Source: an optimization exercise on an open RTL-to-GDS flow (aim: small area). Production flows keep margins and buffers that such runs may drop.
Function was checked by simulation only, so behaviour that the tests miss may differ from the original.
Power and IR drop assume default switching activity. The flow treats the clock pin as an ideal source, which a real chip does not have.

<file path="design/flow/run.sh">
#!/bin/bash
# synth_recipe.tcl (not shown) runs the flow's synth.tcl, then flattens the netlist and writes it again
# the make line also repeats each setting of config.mk as NAME=value (left out here)
make -C /OpenROAD-flow-scripts/flow DESIGN_CONFIG=/design/flow/config.mk WORK_HOME=/design/flow/orfs CLKGATE_MAP_FILE= SYNTH_SCRIPT=/design/flow/synth_recipe.tcl finish
</file>
<file path="design/flow/config.mk">
export PLATFORM = sky130hd
export DESIGN_NAME = retire_trace_buffer
export DESIGN_NICKNAME = retire_trace_buffer
export VERILOG_FILES = /design/flow/design.v
export SDC_FILE = /design/flow/constraint.sdc
export NUM_CORES = 4
export LEC_CHECK = 0
export CAP_MARGIN = 20
export CORE_MARGIN = 2
export CORE_UTILIZATION = 40
export SLEW_MARGIN = 20
</file>
<file path="design/flow/constraint.sdc">
create_clock -name core_clock -period 6.0 [get_ports {clk}]
set_input_delay 1.2000 -clock core_clock [delete_from_list [all_inputs] [get_ports {clk}]]
set_output_delay 1.2000 -clock core_clock [all_outputs]
set_load 0.01 [all_outputs]
</file>
<file path="design/flow/design.v">
module retire_trace_buffer #(
    parameter int unsigned DEPTH  = 16,
    parameter int unsigned SEQ_W  = 16,
    parameter int unsigned DROP_W = 8
) (
    input  logic                     clk,
    input  logic                     rst,
    input  logic                     trace_en,
    input  logic                     flush,
    input  logic                     clear_ovf,
    input  logic                     retire_valid,
    input  logic [31:0]              retire_pc,
    input  logic [31:0]              retire_instr,
    input  logic                     rd_we,
    input  logic [4:0]               rd_addr,
    input  logic [31:0]              rd_wdata,
    input  logic                     mem_we,
    input  logic [1:0]               mem_size,
    input  logic [31:0]              mem_addr,
    input  logic [31:0]              mem_wdata,
    output logic                     out_valid,
    input  logic                     out_ready,
    output logic [SEQ_W-1:0]         out_seq,
    output logic [31:0]              out_pc,
    output logic [31:0]              out_instr,
    output logic [4:0]               out_rd,
    output logic [31:0]              out_rdata,
    output logic [1:0]               out_write_op,
    output logic [31:0]              out_wdata,
    output logic [31:0]              out_waddr,
    output logic [$clog2(DEPTH):0]   count,
    output logic                     ovf,
    output logic [DROP_W-1:0]        drop_cnt
);
    localparam int unsigned PTR_W = $clog2(DEPTH);
    localparam int unsigned CNT_W = PTR_W + 1;
    typedef struct packed {
        logic [SEQ_W-1:0] seq;
        logic [31:0]      pc;
        logic [31:0]      instr;
        logic [4:0]       rd;
        logic [31:0]      rdata;
        logic [1:0]       write_op;
        logic [31:0]      wdata;
        logic [31:0]      waddr;
    } trace_rec_t;
    localparam int unsigned REC_W = SEQ_W + 167;   
    logic [DEPTH-1:0][REC_W-1:0] mem;
    trace_rec_t       rec_c;
    trace_rec_t       head;
    logic [PTR_W-1:0] wr_ptr;
    logic [PTR_W-1:0] rd_ptr;
    logic [SEQ_W-1:0] seq;
    logic push_c;
    logic pop_c;
    logic full_c;
    logic accept_c;
    logic drop_c;
    always_comb begin
        push_c   = retire_valid & trace_en & ~flush;
        pop_c    = out_valid & out_ready & ~flush;
        full_c   = (count == CNT_W'(DEPTH));
        accept_c = push_c & (~full_c | pop_c);
        drop_c   = push_c & full_c & ~pop_c;
    end
    logic [4:0]  rec_rd;
    logic [31:0] rec_rdata;
    logic [1:0]  rec_write_op;
    logic [31:0] rec_wdata;
    logic [31:0] rec_waddr;
    always_comb begin
        rec_rd       = 5'd0;
        rec_rdata    = 32'd0;
        rec_write_op = 2'd0;
        rec_wdata    = 32'd0;
        rec_waddr    = 32'd0;
        if (rd_we && (rd_addr != 5'd0)) begin
            rec_rd    = rd_addr;
            rec_rdata = rd_wdata;
        end
        if (mem_we && (mem_size != 2'd3)) begin
            rec_write_op = 2'(mem_size + 2'd1);
            rec_waddr    = mem_addr;
            case (mem_size)
                2'd0:    rec_wdata = {24'b0, mem_wdata[7:0]};
                2'd1:    rec_wdata = {16'b0, mem_wdata[15:0]};
                default: rec_wdata = mem_wdata;
            endcase
        end
    end
    assign rec_c = {seq, retire_pc, retire_instr, rec_rd, rec_rdata,
                    rec_write_op, rec_wdata, rec_waddr};
    for (genvar i = 0; i < int'(DEPTH); i++) begin : g_mem
        always_ff @(posedge clk or posedge rst) begin
            if (rst) begin
                mem[i] <= '0;
            end else if (accept_c && (wr_ptr == PTR_W'(i))) begin
                mem[i] <= rec_c;
            end
        end
    end
    always_ff @(posedge clk or posedge rst) begin
        if (rst) begin
            wr_ptr <= '0;
            rd_ptr <= '0;
            count  <= '0;
        end else if (flush) begin
            wr_ptr <= '0;
            rd_ptr <= '0;
            count  <= '0;
        end else begin
            if (accept_c) begin
                wr_ptr <= wr_ptr + PTR_W'(1);
            end
            if (pop_c) begin
                rd_ptr <= rd_ptr + PTR_W'(1);
            end
            case ({accept_c, pop_c})
                2'b10:   count <= count + CNT_W'(1);
                2'b01:   count <= count - CNT_W'(1);
                default: count <= count;
            endcase
        end
    end
    always_ff @(posedge clk or posedge rst) begin
        if (rst) begin
            seq <= '0;
        end else if (retire_valid) begin
            seq <= seq + SEQ_W'(1);
        end
    end
    always_ff @(posedge clk or posedge rst) begin
        if (rst) begin
            ovf      <= 1'b0;
            drop_cnt <= '0;
        end else if (clear_ovf) begin
            ovf      <= drop_c;
            drop_cnt <= DROP_W'(drop_c);
        end else if (drop_c) begin
            ovf <= 1'b1;
            if (drop_cnt != {DROP_W{1'b1}}) begin
                drop_cnt <= drop_cnt + DROP_W'(1);
            end
        end
    end
    always_comb begin
        head         = mem[rd_ptr];
        out_valid    = (count != '0);
        out_seq      = head.seq;
        out_pc       = head.pc;
        out_instr    = head.instr;
        out_rd       = head.rd;
        out_rdata    = head.rdata;
        out_write_op = head.write_op;
        out_wdata    = head.wdata;
        out_waddr    = head.waddr;
    end
endmodule
</file>
==> reports/results.ini, run 1 <==
[status]
status=timing/DRC/antenna clean

[drt]
dr.first_iter.drc_count=6659
via_per_inst=5.68
first_pass_iters=6
final_antenna_net_count=0
wirelength_mm=374
drc=0
vias=87869
wire_per_inst_um=24.2

[timing]
rsz0062_at_grt=false
relSlewSlack=0.186
finClkSkew_ps=46.1
setup_ws_ps=217
setup_tns_ps=0
final-setup-viol-count=0
hold_violations=0
min_period_ps=5780
fmax_ghz=0.173
final.period_utilization=0.964
worst_pin_slew_ps=1220
slew_violations=0

[flow_run]
maxCapViolations=0

[final_layout]
finish.utilization=0.461
seq_area_um2=74200
syn2layout_area_growth_pct=14.8
fillCellCount=29255
stdcell_count=15471
multi_input_area_um2=52600
nets=11042
drive_gt1_frac=0.217
fin_area_um2=151000

[synth]
netlist_area_um2=132000
async_flop_share=1.00
synth.top_cell.area_share=0.564
ys_types=54
seq_area_frac_synth=0.564
synth-main-ff-cell=dfrtp_1
synthTopCellsByArea=dfrtp_1 (56%), mux2_2 (10%), o21ai_0 (6.4%)
synth.most_common_cell=dfrtp_1
yosysTopAreaCell=dfrtp_1
synth_edf_count=0
synth_warnings=1
synth_nets=11081
ys_ff_latch=2966
ys_top_cells_by_count=dfrtp_1 (2966), nand2_1 (1959), o21ai_0 (1688)
synth_area_per_cell_um2=12.1
syn_inst=10891

[placement]
placedCellCount=14865
dpl-instance-area_um2=140000
io_buffer_count=373
pre_cts_ws_ps=1210
gp_congestion=0.779
dpl.hpwl_mm=221

[pwr]
leakage_uw=0.0675
ir_drop_mv=0.341
power_per_cell_area_nw_per_um2=347

[cts]
cts.clk_slew.worst_paths_ps=60
cts-root-buf=clkbuf_16
cts_setup_buffers=0
cts_tree=built
hold_buffers=0
clock_path_buffers=4
cts_sinks=2966
clk_latency_ps=920
cts_inserted_buffers=330
h-tree-depth=5
ctsResizeCount=0

[die]
die_h_um=577
rows=210
initial_core_util=0.402
die_w_um=577
core_um2=327000
io_pins=374
die_area_um2=333000

[setup_path]
cp.depth=7
path_max_fanout=66
path_class=reg -> out
crit_required_ps=4800
path_cells=nor2b_4 -> buf_12 -> buf_12 -> a221oi_1 -> o21ai_0 -> nand2_1 -> clkdlybuf4s50_1
path_buf_inv=3
cpMostUsedCell=buf_12
slowest_delay_ps=890
cp_slowest_cell=nor2b_4
start_kind=flop
worstSetupEndpointType=output port
cp.arrival_ps=4580
crit_family=buffers and inverters
worstRegToRegCells=4

[global_routing]
antenna_found_initial=33
grt_max_degree=178
grt_overflow=0
grt_pass1_wl_mm=576
track_usage=0.224
grt_pass1_vias=91741

[hold_path]
hold_path.class=reg -> reg
hold_depth=2

-- layer usage --
metal / part of all wire / global-route usage / vias to the layer above / wire (µm)
met5: 0.00048 / 0 / - / 178
met4: 0.027 / 0.0648 / 28 / 10300
met3: 0.052 / 0.0322 / 588 / 19500
met2: 0.47 / 0.363 / 2196 / 176000
met1: 0.45 / 0.314 / 46129 / 168000
li1: - / - / 38928 / -
-- final timing paths --
path                       startpoint          to  slack, ps
setup reg to reg             count[0]   mem[2376]       2200
setup / recovery            rd_ptr[2]  out_seq[2]        220
max in group asynchronous         rst   mem[2040]       3600
hold / removal               mem[459]    mem[459]        470
min in group asynchronous         rst    mem[408]       1000
hold reg to reg              mem[459]    mem[459]        470
-- state kept, by name, summed over array words and instances, names as in the netlist --
| signal | cells |
|---|---|
| rd_ptr | 4 |
| count | 5 |
| drop_cnt | 8 |
| seq | 16 |
| mem | 2928 |
| wr_ptr | 4 |
| ovf | 1 |
-- cell type report --
cell class / count / share of cell area
clock buffers: 490 / 0.0650
clock inverters: 102 / 0.00921
repair buffers: 652 / 0.0489
diodes: 13 / 0.000216
multi-input cells: 6886 / 0.348
well taps: 4346 / 0.0360
inverters: 16 / 0.000472
flip-flops and latches: 2966 / 0.492
-- logic make-up after synthesis --
| logic type | synth area share |
|---|---|
| buf+inv | 0.0363 |
| simple gates | 0.0595 |
| mux | 0.228 |
| compound gates | 0.110 |
| fa+ha+maj | 0.00139 |
| flops | 0.564 |
| xor+xnor | 0.00146 |
-- worst reg2reg max path: cells and delay by family, from the launching register on --
family,cells,cell delay [ps]
DFF,1,450
and+or+nand+nor,1,1150
AOI/OAI and AO/OA,1,960
buffers and inverters,1,670
muxes,1,440
-- stage by stage --
stage,power [µW],hold WS [ps]
final,52500,472
after global routing,54500,490
after CTS,53000,478
after detailed placement,32100,465
after global placement,31900,456
after floorplan,28300,444
-- layout by cell type (no fill, tap or decap), types with 162 or more instances in the layout --
cell	count
mux4_2	369
clkbuf_16	335
nand2_1	1959
o21ai_1	162
mux2_2	1211
a22oi_1	182
mux2i_1	731
clkdlybuf4s50_1	373
dfrtp_1	2962
a221oi_1	364
o21ai_0	1688
-- power breakdown --
part	switching [µW]	total [µW]	internal, µW
Sequential	662	21500	20900
Combinational	5480	10100	4630
Clock	8410	20800	12400
Total	14600	52500	37900
==> run 2, diff against run 1 <==
--- a/design/flow/design.v
+++ b/design/flow/design.v
@@ -49,7 +49,7 @@
     trace_rec_t       rec_c;
     trace_rec_t       head;
     logic [PTR_W-1:0] wr_ptr;
-    logic [PTR_W-1:0] rd_ptr;
+    logic [DEPTH-1:0] rd_oh;
     logic [SEQ_W-1:0] seq;
     logic push_c;
     logic pop_c;
@@ -91,29 +91,27 @@
     assign rec_c = {seq, retire_pc, retire_instr, rec_rd, rec_rdata,
                     rec_write_op, rec_wdata, rec_waddr};
     for (genvar i = 0; i < int'(DEPTH); i++) begin : g_mem
-        always_ff @(posedge clk or posedge rst) begin
-            if (rst) begin
-                mem[i] <= '0;
-            end else if (accept_c && (wr_ptr == PTR_W'(i))) begin
-                mem[i] <= rec_c;
-            end
+        logic we;
+        assign we = accept_c && (wr_ptr == PTR_W'(i));
+        always_ff @(posedge clk) begin
+            if (we) mem[i] <= rec_c;
         end
     end
     always_ff @(posedge clk or posedge rst) begin
         if (rst) begin
             wr_ptr <= '0;
-            rd_ptr <= '0;
+            rd_oh  <= DEPTH'(1);
             count  <= '0;
         end else if (flush) begin
             wr_ptr <= '0;
-            rd_ptr <= '0;
+            rd_oh  <= DEPTH'(1);
             count  <= '0;
         end else begin
             if (accept_c) begin
                 wr_ptr <= wr_ptr + PTR_W'(1);
             end
             if (pop_c) begin
-                rd_ptr <= rd_ptr + PTR_W'(1);
+                rd_oh <= {rd_oh[DEPTH-2:0], rd_oh[DEPTH-1]};
             end
             case ({accept_c, pop_c})
                 2'b10:   count <= count + CNT_W'(1);
@@ -144,7 +142,10 @@
         end
     end
     always_comb begin
-        head         = mem[rd_ptr];
+        head         = '0;
+        for (int k = 0; k < int'(DEPTH); k++) begin
+            head = head | (mem[k] & {REC_W{rd_oh[k]}});
+        end
         out_valid    = (count != '0);
         out_seq      = head.seq;
         out_pc       = head.pc;
==> run 2 against run 1 <==
  * Count of clock-buffer cells in the layout shrank 100
  * Hold slack gained 56 ps
  * Critical path depth shrank 2
  * Sequential share of layout area grew 22 points
  * Non-clock buffer count shrank 81
  * First-iteration DRC count grew 7.5%
  * Utilization grew 1.4 points
  * Via count shrank 33%
  * Clock power shrank about 10%
  * Critical path type unchanged
  * Largest cell class unchanged
  * Highest routed layer unchanged
==> reports/results.ini, run 2 <==
[status]
status=timing/DRC/antenna clean

[synth]
synth_edf_count=2928
synth_nets=5489
ys_top_cells_by_count=edfxtp_1 (2928), a221oi_1 (732), a22o_1 (732)
yosysTopAreaCell=edfxtp_1
ys_types=45
synth_warnings=1
ys_ff_latch=2978
synth.most_common_cell=edfxtp_1
syn_inst=5300
synth_area_per_cell_um2=20.1
synth.top_cell.area_share=0.826
synthTopCellsByArea=edfxtp_1 (83%), a221oi_1 (6.0%), a22o_1 (6.0%)
netlist_area_um2=106000
async_flop_share=0.0168
synth-main-ff-cell=edfxtp_1
seq_area_frac_synth=0.838

[setup_path]
path_max_fanout=48
slowest_delay_ps=1060
worstRegToRegCells=5
worstSetupEndpointType=output port
start_kind=flop
path_class=reg -> out
cp_slowest_cell=dfrtp_4
crit_required_ps=4800
cp.arrival_ps=4110
path_cells=buf_4 -> a22o_1 -> a221oi_1 -> nand4_1 -> clkdlybuf4s50_1

[timing]
final-setup-viol-count=0
fmax_ghz=0.188
relSlewSlack=0.275
hold_violations=0
worst_pin_slew_ps=1090
slew_violations=0
min_period_ps=5310
finClkSkew_ps=60.3
rsz0062_at_grt=false
final.period_utilization=0.885
setup_tns_ps=0
hold_slack_ps=528

[placement]
gp_congestion=0.780
io_buffer_count=373
dpl.hpwl_mm=167

[drt]
via_per_inst=6.17
final_antenna_net_count=0
vias=59272
first_pass_iters=5
drc=0
wirelength_mm=316
wire_per_inst_um=32.9
dr.first_iter.drc_count=7157

[die]
rows=189
io_pins=374
core_um2=265000
die_area_um2=270000
initial_core_util=0.402
die_h_um=520
die_w_um=520

[final_layout]
nets=6029
layout_common_cells=edfxtp_1 (2928), a22o_1 (732), a221oi_1 (732), clkdlybuf4s50_1 (373), clkbuf_16 (326)
drive_gt1_frac=0.110
top_regs=mem x2928, rd_oh x16, seq x16
regMostFlops=mem
largest_reg_flops=2928
syn2layout_area_growth_pct=18.3
final_common_cell=edfxtp_1

[pwr]
power_per_cell_area_nw_per_um2=363
ir_drop_mv=0.339
fin_total_pwr_uw=45800
leakage_uw=0.0394

[global_routing]
antenna_found_initial=27
grt_overflow=0
grt_pass1_wl_mm=444
grt_max_degree=79
grt_pass1_vias=58491
track_usage=0.229

[hold_path]
hold_depth=2
hold_path.class=reg -> reg

[cts]
cts_tree=built
cts_sinks=2978
cts_inserted_buffers=321
hold_buffers=0
h-tree-depth=5
clk_latency_ps=940
ctsResizeCount=0
clock_path_buffers=4
cts_setup_buffers=0
cts-root-buf=clkbuf_16
cts.clk_slew.worst_paths_ps=60

[flow_run]
maxCapViolations=0

-- run 2: cell types whose count changed in the layout (fill, tap and decap cells not counted), moves of 183 or more --
cell      delta
nand4_1    +183
nand2_1   -1916
mux2i_1    -728
mux2_2    -1210
dfrtp_1   -2928
o21ai_0   -1686
edfxtp_1  +2928
a221oi_1   +368
mux4_2     -369
a22o_1     +732
-- run 2: final cells by class --
type	instances	area [µm²]
fill	21730	139000
sequential	2978	89200
multi-input combinational	1953	16000
clock buffer	390	8400
timing repair buffer	571	6370
tap	3533	4420
clock inverter	166	1410
inverter	15	56.3
antenna	8	20.0
-- run 2: path summary, 6_finish.rpt --
kind                                from       endpoint  slack, ps
worst max register to register  count[4]        mem[52]       2510
min in group asynchronous            rst    drop_cnt[7]        750
worst min-delay path                 ovf            ovf        530
worst min register to register       ovf            ovf        530
worst max-delay path            rd_oh[4]  out_rdata[27]        690
max in group asynchronous            rst       rd_oh[4]       4650
-- run 2: worst max-delay path, delay by kind of cell (launching register included) --
family / cells / cell delay [ps]
buffers and inverters: 2 / 1330
flip-flops: 1 / 1060
AND/OR/NAND/NOR: 1 / 410
AO/OA/AOI/OAI: 2 / 300
-- run 2: metrics by stage --
stage | cells | instance area [µm²] | setup slack, ps | util
6_report | 9614 | 126000 | 693 | 0.476
5_1_grt | 9613 | 126000 | 530 | 0.475
4_1_cts | 9606 | 126000 | 626 | 0.475
3_5_place_dp | 9050 | 116000 | 1070 | 0.438
3_3_place_gp | 9049 | 116000 | 1150 | 0.438
2_1_floorplan | 5300 | 107000 | -1250 | -
-- run 2: kinds of logic after synthesis --
logic type	share of synthesized area
and+or+nand+nor	0.0227
AOI/OAI and AO/OA	0.122
buffers and inverters	0.0131
DFF	0.838
xor gates and xnor gates	0.00230
adders and majority gates	0.00160
muxes	0.000388
-- run 2: layer usage --
metal	global-route usage	wire (µm)	up-vias
met4	0.0656	8270	24
met5	0	126	-
met2	0.355	146000	3106
met3	0.0566	31100	438
li1	-	-	24069
met1	0.321	131000	31635
-- run 2: where the power goes --
| group | leakage (µW) | total [µW] | switching, µW | internal, µW |
|---|---|---|---|---|
| Combinational | 0.00727 | 3740 | 2210 | 1530 |
| Clock | 0.00479 | 18700 | 7780 | 10900 |
| Sequential | 0.0273 | 23300 | 269 | 23000 |
| Total | 0.0394 | 45800 | 10300 | 35500 |
==> run 3, diff against run 2 <==
--- a/design/flow/design.v
+++ b/design/flow/design.v
@@ -90,11 +90,17 @@
     end
     assign rec_c = {seq, retire_pc, retire_instr, rec_rd, rec_rdata,
                     rec_write_op, rec_wdata, rec_waddr};
+    logic [REC_W-1:0] rec_n;
+    assign rec_n = ~rec_c;
     for (genvar i = 0; i < int'(DEPTH); i++) begin : g_mem
-        logic we;
-        assign we = accept_c && (wr_ptr == PTR_W'(i));
+        logic we_n;
+        logic [REC_W-1:0] d;
+        assign we_n = ~(accept_c && (wr_ptr == PTR_W'(i)));
+        for (genvar b = 0; b < int'(REC_W); b++) begin : g_bit
+            rtb_hold u_hold (.we_n(we_n), .rec_n(rec_n[b]), .q(mem[i][b]), .d(d[b]));
+        end
         always_ff @(posedge clk) begin
-            if (we) mem[i] <= rec_c;
+            mem[i] <= d;
         end
     end
     always_ff @(posedge clk or posedge rst) begin
@@ -141,11 +147,19 @@
             end
         end
     end
+    logic [4:0][REC_W-1:0] sel_n;
+    for (genvar g = 0; g < 5; g++) begin : g_sel
+        for (genvar b = 0; b < int'(REC_W); b++) begin : g_bit
+            rtb_sel3 u_sel (
+                .a0(mem[3*g][b]), .a1(mem[3*g+1][b]), .a2(mem[3*g+2][b]),
+                .s0(rd_oh[3*g]),  .s1(rd_oh[3*g+1]),  .s2(rd_oh[3*g+2]),
+                .y_n(sel_n[g][b])
+            );
+        end
+    end
     always_comb begin
-        head         = '0;
-        for (int k = 0; k < int'(DEPTH); k++) begin
-            head = head | (mem[k] & {REC_W{rd_oh[k]}});
-        end
+        head         = ~(sel_n[0] & sel_n[1] & sel_n[2] & sel_n[3] & sel_n[4] &
+                         ~(mem[15] & {REC_W{rd_oh[15]}}));
         out_valid    = (count != '0);
         out_seq      = head.seq;
         out_pc       = head.pc;
@@ -157,3 +171,18 @@
         out_waddr    = head.waddr;
     end
 endmodule
+module rtb_hold (
+    input  logic we_n,
+    input  logic rec_n,
+    input  logic q,
+    output logic d
+);
+    assign d = we_n ? q : ~rec_n;
+endmodule
+module rtb_sel3 (
+    input  logic a0, a1, a2,
+    input  logic s0, s1, s2,
+    output logic y_n
+);
+    assign y_n = ~((a0 & s0) | (a1 & s1) | (a2 & s2));
+endmodule
--- a/design/flow/config.mk
+++ b/design/flow/config.mk
@@ -9,3 +9,5 @@
 export CORE_MARGIN = 2
 export CORE_UTILIZATION = 40
 export SLEW_MARGIN = 20
+export SYNTH_HIERARCHICAL = 1
+export SYNTH_MINIMUM_KEEP_SIZE = 0
==> run 3 against run 2 <==
  * Count of clock-buffer cells in the layout up 78
  * Still clean on timing, DRC and antenna
  * Critical path depth fell by 1
  * Maximum frequency about the same
  * Critical path type unchanged
  * Design area fell by 4.4%
  * Combinational power rose by 13%
  * Largest power group unchanged
  * Global-route usage increased by 3.6 points
  * Clock skew fell by 21 ps
  * Highest routed layer unchanged
  * Die area down 6.3%
  * Power shrank 2.0%
  * Final cell count increased by 58%
  * Register-to-register slack worse by 20 ps
==> reports/results.ini, run 3 <==
[status]
status=timing/DRC/antenna clean

[synth]
ys_ff_latch=2978
synth_top_family_by_area=compound AO/OA/AOI/OAI gates
netlist_area_um2=99700
synth-adder-area-share=0.00171
synthSimpleGateAreaFrac=0.139
synth_warnings=7
synth_edf_count=0
synth.most_common_cell=nand2_1
muxShareOfSynthArea=0.000628
synth_area_per_cell_um2=9.27
ys_top_cells_by_count=nand2_1 (3268), dfxtp_1 (2928), o21ai_1 (2928)
synth_compound_area_frac=0.251
synth-xor-area-share=0.00158
ys_types=51
syn_inst=10747
synth-main-ff-cell=dfxtp_1
synth_nets=10936
seq_area_frac_synth=0.601
yosysTopAreaCell=dfxtp_1
synthTopCellsByArea=dfxtp_1 (59%), o21ai_1 (15%), nand2_1 (12%)
async_flop_share=0.0168
synth.top_cell.area_share=0.588

[pwr]
power_per_cell_area_nw_per_um2=372
ir_drop_mv=0.269
leakage_uw=0.0420

[timing]
slew_violations=0
min_period_ps=5310
hold_violations=0
hold_slack_ps=445
finClkSkew_ps=38.8
fmax_ghz=0.188
final-setup-viol-count=0
final.period_utilization=0.885
setup_tns_ps=0
rsz0062_at_grt=false
relSlewSlack=0.284
worst_pin_slew_ps=1070

[setup_path]
r2r_slack_ps=2490
path_cells=buf_4 -> a222oi_1 -> nand4_1 -> clkdlybuf4s50_1
path_class=reg -> out
crit_family=buffers and inverters
start_kind=flop
slowest_delay_ps=1050
cp_slowest_cell=dfrtp_4
crit_required_ps=4800
path_max_fanout=42
path_buf_inv=2
cp.arrival_ps=4110
worstSetupEndpointType=output port

[global_routing]
grt_pass1_wl_mm=519
antenna_found_initial=7
track_usage=0.265
grt_max_degree=164
grt_pass1_vias=84966
grt_overflow=0

[die]
die_w_um=503
rows=183
io_pins=374
initial_core_util=0.402
die_area_um2=253000
core_um2=248000
die_h_um=503

[cts]
clk_latency_ps=930
cts-root-buf=clkbuf_16
cts_setup_buffers=0
h-tree-depth=5
clock_path_buffers=4
hold_buffers=0
ctsResizeCount=0
cts_inserted_buffers=324
cts_tree=built
cts_sinks=2978
cts.clk_slew.worst_paths_ps=60

[drt]
first_pass_iters=11
vias=88181
final_antenna_net_count=0
wirelength_mm=346
wire_per_inst_um=22.9
drc=0
dr.first_iter.drc_count=11462
via_per_inst=5.82

[final_layout]
drive_gt1_frac=0.0602
syn2layout_area_growth_pct=20.8
finish.utilization=0.485
regMostFlops=mem
final_common_cell=nand2_1
layout_common_cells=nand2_1 (3256), o21ai_1 (2928), dfxtp_1 (2928), a222oi_1 (915), clkdlybuf4s50_1 (373)
nets=11772
top_regs=mem x2928, rd_oh x16, seq x16
largest_reg_flops=2928

[placement]
dpl.hpwl_mm=199
io_buffer_count=373
gp_congestion=0.785

[flow_run]
maxCapViolations=0

[hold_path]
hold_path.class=reg -> reg

-- run 3: worst paths after layout --
path | startpoint | to | depth (start not counted)
worst min-delay path | mem[858] | mem[858] | 2
worst max register to register | count[1] | mem[1282] | 8
worst max-delay path | rd_oh[9] | out_write_op[0] | 4
worst min register to register | mem[858] | mem[858] | 2
max in group asynchronous | rst | rd_oh[14] | 3
min in group asynchronous | rst | rd_oh[1] | 3
-- run 3: layout make-up --
cell class / instances / area, µm²
Inverter: 96 / 360
Antenna cell: 3 / 7.51
Sequential cell: 2978 / 59900
Multi-Input combinational cell: 7632 / 39500
Tap cell: 3330 / 4170
Fill cell: 23126 / 128000
Timing Repair Buffer: 551 / 6010
Clock buffer: 468 / 9460
Clock inverter: 94 / 1010
-- run 3: modules after synthesis, one instance, submodules excluded --
| module | area, µm² | flip-flops and latches | cells | times used |
|---|---|---|---|---|
| retire_trace_buffer | 64900 | 2978 | 3976 | 1 |
| rtb_sel3 | 10.0 | 0 | 1 | 915 |
| rtb_hold | 8.76 | 0 | 2 | 2928 |
-- run 3: metrics by stage --
step	cell area (µm²)	instances	power, µW	setup slack (ps)
3_5_place_dp	110000	14587	25600	1240
6_report	120000	15152	44800	691
3_3_place_gp	110000	14587	25500	1350
4_1_cts	120000	15149	45100	663
5_1_grt	120000	15150	46300	629
2_1_floorplan	99700	10747	23100	-4860
-- run 3: cell families after synthesis --
group           count (synthesis)
compound gates               4076
simple gates                 3519
flops                        2978
buf+inv                       137
xor+xnor                       18
fa+ha+maj                      13
mux                             6
-- run 3: worst min-delay path, delay by kind of cell, from the launching register on --
kind            cells  cell delay (ps)
flops               1              310
simple gates        1               50
compound gates      1               50
-- run 3: where the power goes --
| part | total [µW] | internal (µW) | switching [µW] |
|---|---|---|---|
| Combinational | 4220 | 1600 | 2620 |
| Sequential | 21000 | 20400 | 548 |
| Clock | 19600 | 11700 | 7910 |
| Total | 44800 | 33700 | 11100 |
-- run 3: layer usage --
layer  up-vias  GRT usage  wire length, µm
met5         -          0               17
met4         2     0.0882             9570
met3       559     0.0379            26800
met2      3435      0.441           162000
met1     42033      0.352           148000
li1      42152          -                -
==> run 4, diff against run 3 <==
--- a/design/flow/config.mk
+++ b/design/flow/config.mk
@@ -7,7 +7,9 @@
 export LEC_CHECK = 0
 export CAP_MARGIN = 20
 export CORE_MARGIN = 2
-export CORE_UTILIZATION = 40
+export CORE_UTILIZATION = 45
+export CTS_CLUSTER_DIAMETER = 100
+export CTS_CLUSTER_SIZE = 30
 export SLEW_MARGIN = 20
 export SYNTH_HIERARCHICAL = 1
 export SYNTH_MINIMUM_KEEP_SIZE = 0
==> run 4 against run 3 <==
  * Clock power is 48% lower
  * Non-clock buffer count is 9 lower
  * Flip-flop and latch count unchanged
  * Hold slack better by 7.9 ps
  * Sequential share of layout area up 3.4 points
  * Via count shrank 2.1%
==> reports/results.ini, run 4 <==
[synth]
ys_ff_latch=2978
seq_area_frac_synth=0.601
synth_area_per_cell_um2=9.27
synth.most_common_cell=nand2_1
async_flop_share=0.0168
ys_types=51
synth_warnings=7
yosysTopAreaCell=dfxtp_1
netlist_area_um2=99700
synth.top_cell.area_share=0.588
synth_nets=10936
syn_inst=10747
synth_edf_count=0
synth-main-ff-cell=dfxtp_1
ys_top_cells_by_count=nand2_1 (3268), dfxtp_1 (2928), o21ai_1 (2928)
synthTopCellsByArea=dfxtp_1 (59%), o21ai_1 (15%), nand2_1 (12%)

[hold_path]
min_from=mem[634]
hold_depth=2
hold_path.class=reg -> reg

[cts]
cts_sinks=2978
hold_buffers=0
clock_path_buffers=3
cts_inserted_buffers=113
cts-root-buf=clkbuf_16
h-tree-depth=3
cts.clk_slew.worst_paths_ps=110
ctsResizeCount=0
cts_setup_buffers=0
clk_latency_ps=830
cts_tree=built

[drt]
wirelength_mm=340
via_per_inst=6.01
final_antenna_net_count=0
drc=0
vias=86345
first_pass_iters=12
dr.first_iter.drc_count=11207
wire_per_inst_um=23.7

[placement]
dpl.hpwl_mm=193
pre_cts_ws_ps=1240
gp_congestion=0.784
io_buffer_count=373

[setup_path]
cp_slowest_cell=dfrtp_4
regToRegStartpoint=count[1]
path_class=reg -> out
worstRegToRegCells=7
path_max_fanout=44
path_cells=buf_4 -> a222oi_1 -> nand2_1 -> a21oi_1 -> nand4_1 -> clkdlybuf4s50_1
start_kind=flop
cp.arrival_ps=3910
cp-startpoint=rd_oh[3]
worstSetupEndpointType=output port
crit_required_ps=4800
slowest_delay_ps=830

[die]
rows=172
io_pins=374
core_um2=220000
die_w_um=475
initial_core_util=0.453
die_h_um=475
die_area_um2=225000

[final_layout]
layout_common_cells=nand2_1 (3256), o21ai_1 (2928), dfxtp_1 (2928), a222oi_1 (915), clkdlybuf4s50_1 (373)
drive_gt1_frac=0.0312
nets=11552
fillCellCount=20329
multi_input_area_um2=39500
regMostFlops=mem
largest_reg_flops=2928
seq_area_um2=59900
top_regs=mem x2928, rd_oh x16, seq x16
syn2layout_area_growth_pct=13.1
final_common_cell=nand2_1

[timing]
finClkSkew_ps=39.1
worst_pin_slew_ps=1130
relSlewSlack=0.249
hold_slack_ps=453
slew_violations=0
fmax_ghz=0.196
hold_violations=0
setup_ws_ps=891
final.period_utilization=0.852
setup_tns_ps=0
min_period_ps=5110
final-setup-viol-count=0
rsz0062_at_grt=false

[pwr]
ir_drop_mv=0.250
power_per_cell_area_nw_per_um2=313
leakage_uw=0.0384

[global_routing]
grt_overflow=0
grt_pass1_wl_mm=510
antenna_found_initial=7
grt_max_degree=162
track_usage=0.292
grt_pass1_vias=81919

[status]
status=timing/DRC/antenna clean

[flow_run]
maxCapViolations=0

run 4: cell counts after synthesis:
No cell type changed its count.
run 4: worst paths after layout:
check | to | slack (ps)
setup reg to reg | mem[1330] | 2470
min in group asynchronous | ovf | 830
max in group asynchronous | rd_oh[5] | 4550
hold reg to reg | mem[634] | 450
setup / recovery | out_waddr[1] | 890
hold / removal | mem[634] | 450
run 4: layout make-up:
class                           instances  share of cell area
Sequential cell                      2978               0.532
Tap cell                             2958              0.0328
Clock buffer                          122              0.0261
Inverter                               96             0.00321
Timing Repair Buffer                  542              0.0525
Multi-Input combinational cell       7632               0.350
Antenna cell                            2           0.0000444
Clock inverter                         26             0.00347
run 4: Yosys stat by module, one instance, submodules excluded:
module	copies in the design	cells
retire_trace_buffer	1	3976
rtb_hold	2928	2
rtb_sel3	915	1
run 4: metal layers:
metal / track usage / wire length [µm] / vias to the layer above / share of wire
met5: 0 / 18 / - / 0.000053
met4: 0.0925 / 10100 / 4 / 0.030
met3: 0.0336 / 25100 / 422 / 0.074
met2: 0.485 / 157000 / 3251 / 0.46
met1: 0.397 / 148000 / 41169 / 0.44
li1: - / - / 41499 / -
run 4: metrics by stage:
step / instance area (µm²) / total power [µW] / utilization / std cells
2_1_floorplan: 99700 / 23100 / - / 10747
3_3_place_gp: 109000 / 25600 / 0.497 / 14206
3_5_place_dp: 109000 / 25700 / 0.497 / 14206
4_1_cts: 113000 / 35500 / 0.513 / 14354
5_1_grt: 113000 / 36500 / 0.513 / 14356
6_report: 113000 / 35300 / 0.513 / 14356
run 4: worst max-delay path: cells and delay by family, from the launching register on:
family,cells,cell delay [ps]
AND/OR/NAND/NOR,2,540
flip-flops,1,830
buffers and inverters,2,1090
AO/OA/AOI/OAI,2,550
run 4: kinds of logic after synthesis:
kind of cell,after synthesis,synth area share
AOI/OAI and AO/OA,4076,0.251
DFF,2978,0.601
buffers and inverters,137,0.00527
muxes,6,0.000628
adders and majority gates,13,0.00171
and+or+nand+nor,3519,0.139
xor gates and xnor gates,18,0.00158
run 4: where the power goes:
part	switching, µW	total, µW	internal (µW)
registers	492	20900	20400
logic	2720	4320	1600
clock network	6200	10100	3850
==> run 5, diff against run 4 <==
==> design/flow/flow/run.sh (new file) <==
#!/bin/bash
# The standard ORFS layout, with two changes made through ORFS's own variables:
# - every port still gets a buffer, but the smallest one (buf_1);
# - the clock tree uses larger sink clusters and no dummy loads.
# The whole make output goes to standard.log; ORFS keeps each step's log under orfs/logs/.
set -euo pipefail
export BUFFER_PORTS_ARGS="-buffer_cell sky130_fd_sc_hd__buf_1"
export CTS_ARGS="-sink_clustering_enable -repair_clock_nets -dont_use_dummy_load -sink_clustering_size 30 -sink_clustering_max_diameter 100"
bash standard.sh > standard.log 2>&1
==> design/flow/standard.sh (new file) <==
#!/bin/bash
# synth_recipe.tcl (not shown) runs the flow's synth.tcl, then flattens the netlist and writes it again
# the make line also repeats each setting of config.mk as NAME=value (left out here)
make -C /OpenROAD-flow-scripts/flow DESIGN_CONFIG=/design/flow/config.mk WORK_HOME=/design/flow/orfs CLKGATE_MAP_FILE= SYNTH_SCRIPT=/design/flow/synth_recipe.tcl "${@:-finish}"
--- a/design/flow/config.mk
+++ b/design/flow/config.mk
@@ -8,8 +8,6 @@
 export CAP_MARGIN = 20
 export CORE_MARGIN = 2
 export CORE_UTILIZATION = 45
-export CTS_CLUSTER_DIAMETER = 100
-export CTS_CLUSTER_SIZE = 30
 export SLEW_MARGIN = 20
 export SYNTH_HIERARCHICAL = 1
 export SYNTH_MINIMUM_KEEP_SIZE = 0
removed: design/flow/run.sh
==> run 5 against run 4 <==
  * First-iteration DRC count rose by 5.8%
  * Non-clock buffer count down 10
  * Power shrank 3.8%
  * Combinational power is 16% lower
  * Worst setup slack improved by 220 ps
  * Synthesized cell count stayed put
  * Utilization shrank 1.3 points
  * Final cell count shrank 0.27%
  * Flip-flop and latch count stayed put
  * Sequential share of layout area grew 1.4 points
  * Area after synthesis stayed put
  * Largest power group unchanged
==> reports/results.ini, run 5 <==
[drt]
drc=0
dr.first_iter.drc_count=11856
wire_per_inst_um=23.6
first_pass_iters=11
wirelength_mm=338
vias=86384
via_per_inst=6.03
final_antenna_net_count=0

[die]
io_pins=374
core_um2=220000
die_h_um=475
die_area_um2=225000
rows=172
die_w_um=475
initial_core_util=0.453

[setup_path]
regToRegStartpoint=count[0]
worstSetupEndpointType=output port
cp_slowest_cell=dfrtp_4
r2r_slack_ps=2640
cp.arrival_ps=3690
cp-startpoint=rd_oh[14]
crit_family=flip-flops
start_kind=flop
crit_required_ps=4800
worstRegToRegCells=7
rr_endpoint=mem[2098]
path_buf_inv=2
cp.depth=6
path_max_fanout=46
path_class=reg -> out
path_cells=buf_4 -> a222oi_1 -> nand2_1 -> a21oi_1 -> nand4_1 -> buf_1
slowest_delay_ps=1100

[synth]
netlist_area_um2=99700
synth-main-ff-cell=dfxtp_1
synth.top_cell.area_share=0.588
synth_area_per_cell_um2=9.27
syn_inst=10747
ys_top_cells_by_count=nand2_1 (3268), dfxtp_1 (2928), o21ai_1 (2928)
synth_warnings=7
seq_area_frac_synth=0.601
synthTopCellsByArea=dfxtp_1 (59%), o21ai_1 (15%), nand2_1 (12%)
ys_ff_latch=2978
synth.most_common_cell=nand2_1
async_flop_share=0.0168
synth_nets=10936
synth_edf_count=0
yosysTopAreaCell=dfxtp_1
ys_types=51

[timing]
final-setup-viol-count=0
fmax_ghz=0.204
hold_violations=0
slew_violations=0
relSlewSlack=0.228
finClkSkew_ps=70.0
min_period_ps=4890
worst_pin_slew_ps=1160
rsz0062_at_grt=false
setup_tns_ps=0
final.period_utilization=0.815

[global_routing]
track_usage=0.291
antenna_found_initial=15
grt_max_degree=157
grt_overflow=0
grt_pass1_wl_mm=507
grt_pass1_vias=81490

[final_layout]
regMostFlops=mem
fin_area_um2=110000
drive_gt1_frac=0.0277
final_common_cell=nand2_1
layout_common_cells=nand2_1 (3256), o21ai_1 (2928), dfxtp_1 (2928), a222oi_1 (915), buf_1 (373)
finish.utilization=0.499
top_regs=mem x2928, rd_oh x16, seq x16
multi_input_area_um2=39500
syn2layout_area_growth_pct=10.2
nets=11542
largest_reg_flops=2928
fillCellCount=20960
seq_area_um2=59900

[hold_path]
hold_depth=2
hold_path_end=mem[1853]
hold_path.class=reg -> reg
min_from=mem[1853]

[cts]
ctsResizeCount=0
cts-root-buf=clkbuf_16
cts_sinks=2978
cts.clk_slew.worst_paths_ps=120
h-tree-depth=3
cts_inserted_buffers=113
clock_path_buffers=3
clk_latency_ps=830
cts_setup_buffers=0
cts_tree=built
hold_buffers=0

[status]
status=timing/DRC/antenna clean

[placement]
gp_congestion=0.786
dpl.hpwl_mm=193
io_buffer_count=373
dpl-instance-area_um2=107000

[pwr]
leakage_uw=0.0372
power_per_cell_area_nw_per_um2=309
ir_drop_mv=0.204

[flow_run]
maxCapViolations=0

## run 5: area by class of cell
class | instances | area share
timing repair buffer | 532 | 0.0314
sequential | 2978 | 0.546
antenna | 8 | 0.000182
tap | 2958 | 0.0337
multi-input combinational | 7632 | 0.360
clock buffer | 113 | 0.0258
inverter | 96 | 0.00328
## run 5: worst min-delay path, stage by stage, from the launching register on
cell	delay (ps)
dfxtp_1	320
nand2_1	50
o21ai_1	50
## run 5: worst max path at each step
stage | end | slack [ps]
floorplan | mem[2379] | -4860
global placement | mem[2101] | 1630
detailed placement | mem[2122] | 1500
CTS | out_waddr[1] | 1140
global route | out_rd[1] | 1100
finish | out_rdata[9] | 1110
## run 5: per-layer routing
layer | track usage | routed length [µm]
met1 | 0.404 | 149000
met2 | 0.473 | 154000
met3 | 0.0356 | 26500
met4 | 0.0845 | 8910
met5 | 0 | 26
## run 5: modules after synthesis, one instance, submodules excluded
| module | copies in the design | cells | area [µm²] |
|---|---|---|---|
| rtb_hold | 2928 | 2 | 8.76 |
| rtb_sel3 | 915 | 1 | 10.0 |
| retire_trace_buffer | 1 | 3976 | 64900 |
## run 5: logic make-up after synthesis
family | Yosys count | synth area share
AO/OA/AOI/OAI | 4076 | 0.251
AND/OR/NAND/NOR | 3519 | 0.139
flip-flops | 2978 | 0.601
buffers and inverters | 137 | 0.00527
XOR/XNOR | 18 | 0.00158
adder cells (fa/ha/maj) | 13 | 0.00171
multiplexers | 6 | 0.000628
## run 5: where the power goes
group          total, µW  switching [µW]  internal [µW]
combinational       3610            2590           1010
clock               9340            5950           3390
sequential         21000             585          20400
## run 5: metrics by stage
step           total power (µW)  hold WS, ps  instances  worst slack, ps
5_1_grt                   35200          465      14314             1100
2_1_floorplan             23100          429      10747            -4860
3_3_place_gp              24900          434      14196             1630
3_5_place_dp              25000          440      14196             1500
6_report                  33900          452      14317             1110
4_1_cts                   34100          453      14309             1140
==> run 6, diff against run 5 <==
==> design/flow/flow/run.sh (replaced) <==
#!/bin/bash
# The standard ORFS layout, with two changes made through ORFS's own variables:
# - every port still gets a buffer, but the smallest one (buf_1);
# - the clock tree uses larger sink clusters and no dummy loads.
# The whole make output goes to standard.log; ORFS keeps each step's log under orfs/logs/.
set -euo pipefail
export BUFFER_PORTS_ARGS="-buffer_cell sky130_fd_sc_hd__buf_1"
export CTS_ARGS="-sink_clustering_enable -repair_clock_nets -dont_use_dummy_load -sink_clustering_size 26 -sink_clustering_max_diameter 100"
bash standard.sh > standard.log 2>&1
==> run 6 against run 5 <==
  * Combinational power about the same
  * Non-clock buffer count did not move
  * Still clean on timing, DRC and antenna
  * Sequential power about the same
  * Highest routed layer unchanged
  * Via count grew 0.18%
  * Critical endpoint is now out_seq[14]
  * Critical path type unchanged
==> reports/results.ini, run 6 <==
[global_routing]
grt_pass1_vias=81611
grt_pass1_wl_mm=508
antenna_found_initial=16
grt_overflow=0
grt_max_degree=157
track_usage=0.292

[final_layout]
final_common_cell=nand2_1
regMostFlops=mem
drive_gt1_frac=0.0294
largest_reg_flops=2928
fillCellCount=20910
top_regs=mem x2928, rd_oh x16, seq x16
multi_input_area_um2=39500
nets=11562
layout_common_cells=nand2_1 (3256), o21ai_1 (2928), dfxtp_1 (2928), a222oi_1 (915), buf_1 (373)
fin_area_um2=110000
seq_area_um2=59900
syn2layout_area_growth_pct=10.7

[setup_path]
cp.arrival_ps=3640
start_kind=flop
worstSetupEndpointType=output port
path_class=reg -> out
crit_required_ps=4800
path_max_fanout=46
r2r_slack_ps=2660

[cts]
clock_path_buffers=3
cts_tree=built
h-tree-depth=4
cts-root-buf=clkbuf_16
cts_sinks=2978
cts_inserted_buffers=133
hold_buffers=0
clk_latency_ps=830
ctsResizeCount=0
cts.clk_slew.worst_paths_ps=110
cts_setup_buffers=0

[synth]
synth_top_family_by_area=compound AO/OA/AOI/OAI gates
synth-adder-area-share=0.00171
ys_ff_latch=2978
synth-main-ff-cell=dfxtp_1
synth_area_per_cell_um2=9.27
synth_nets=10936
synthSimpleGateAreaFrac=0.139
synth.most_common_cell=nand2_1
synth_warnings=7
seq_area_frac_synth=0.601
yosysTopAreaCell=dfxtp_1
synth.top_cell.area_share=0.588
netlist_area_um2=99700
async_flop_share=0.0168
synth_compound_area_frac=0.251
ys_top_cells_by_count=nand2_1 (3268), dfxtp_1 (2928), o21ai_1 (2928)
ys_types=51
muxShareOfSynthArea=0.000628
synthTopCellsByArea=dfxtp_1 (59%), o21ai_1 (15%), nand2_1 (12%)
synth-xor-area-share=0.00158
synth_edf_count=0
syn_inst=10747

[placement]
dpl.hpwl_mm=193
dpl-instance-area_um2=107000
gp_congestion=0.786
io_buffer_count=373

[die]
core_um2=220000
rows=172
die_area_um2=225000
die_w_um=475
die_h_um=475
initial_core_util=0.453
io_pins=374

[timing]
relSlewSlack=0.231
worst_pin_slew_ps=1150
min_period_ps=4840
hold_slack_ps=451
slew_violations=0
final.period_utilization=0.807
final-setup-viol-count=0
fmax_ghz=0.207
rsz0062_at_grt=false
finClkSkew_ps=47.9
hold_violations=0

[flow_run]
maxCapViolations=0

[drt]
drc=0
final_antenna_net_count=0
vias=86543
via_per_inst=6.04
first_pass_iters=9
wirelength_mm=339
dr.first_iter.drc_count=11796
wire_per_inst_um=23.7

[pwr]
power_per_cell_area_nw_per_um2=315
leakage_uw=0.0374
ir_drop_mv=0.302

[status]
status=timing/DRC/antenna clean

[hold_path]
hold_path.class=reg -> reg

[run 6: cell count changes in the layout (fill, tap and decap cells not counted)]
cell / change
clkbuf_16: +20
diode_2: -3
[run 6: cell type report]
type,instances,share of cell area
Multi-Input combinational cell,7632,0.358
Timing Repair Buffer,532,0.0312
Tap cell,2958,0.0336
Sequential cell,2978,0.543
Clock buffer,133,0.0302
Antenna cell,5,0.000113
Inverter,96,0.00327
[run 6: logic make-up (layout without fill, tap and decap cells)]
family	after synthesis	after routing
compound gates	4076	4076
xor+xnor	18	18
fa+ha+maj	13	13
buf+inv	137	761
flops	2978	2978
mux	6	6
other cells	0	5
simple gates	3519	3519
[run 6: routing by layer]
metal	vias to the layer above	track usage	routed length (µm)
met5	-	0	40
met2	3271	0.473	154000
li1	41513	-	-
met1	41281	0.404	149000
met3	472	0.0380	26100
met4	6	0.0912	9570
[run 6: report_power, final]
| part | leakage (µW) | total (µW) | internal (µW) | switching (µW) |
|---|---|---|---|---|
| clock | 0.00164 | 10100 | 4000 | 6090 |
| sequential | 0.0243 | 21000 | 20400 | 584 |
| combinational | 0.0115 | 3620 | 1010 | 2610 |
[run 6: per-module statistics from Yosys, one instance, submodules excluded]
module | copies in the design | cells | flops+latches
retire_trace_buffer | 1 | 3976 | 2978
rtb_hold | 2928 | 2 | 0
rtb_sel3 | 915 | 1 | 0
[run 6: through the flow]
| stage | setup slack (ps) | TNS [ps] | utilization | instances | total power, µW |
|---|---|---|---|---|---|
| floorplan | -4860 | -3414320 | - | 10747 | 23100 |
| global placement | 1630 | 0 | 0.486 | 14196 | 24900 |
| detailed placement | 1500 | 0 | 0.486 | 14196 | 25000 |
| CTS | 1140 | 0 | 0.501 | 14329 | 34900 |
| global route | 1070 | 0 | 0.501 | 14333 | 35900 |
| finish | 1160 | 0 | 0.501 | 14334 | 34700 |
[run 6: worst paths after layout]
check,start,end,cells past startpoint
worst max-delay path,rd_oh[14],out_seq[14],6
worst min-delay path,mem[528],mem[528],2
worst max register to register,count[0],mem[2122],7
worst min register to register,mem[528],mem[528],2
max in group asynchronous,rst,rd_oh[4],3
min in group asynchronous,rst,wr_ptr[3],3
[run 6: worst max-delay path: stages, from the launching register on]
cell and delay [ps]:
dfrtp_4 1070, buf_4 730, a222oi_1 210, nand2_1 140
a21oi_1 50, nand4_1 310, buf_1 230

re-timing with driven ports:
How much do the figures lean on ideal ports? The routed layouts below were timed once more, with nothing changed but the port constraints. Step 1 assumes that a clkbuf_16 drives the clock port and a buf_2 every other input. Step 2 times the ports against the registers' clock, not the clock port: input delays grow and output delays shrink by t, the midpoint of the rising clock arrivals with the driver on. Slacks: no drivers / after step 1 / after step 2; pairs: no drivers / after step 1.
run	shift t [ns]	setup WS [ns]	worst setup path at the end
run 1	1.000	0.217 / 0.123 / 1.122	register to output
run 2	1.030	0.693 / 0.589 / 1.069	input to register
run 3	1.024	0.691 / 0.596 / 1.165	input to register
run 4	0.906	0.891 / 0.807 / 1.151	input to register
run 5	0.882	1.110 / 1.021 / 1.366	input to register
run 6	0.903	1.158 / 1.070 / 1.373	input to register
After both steps setup and hold are still met in every run listed.
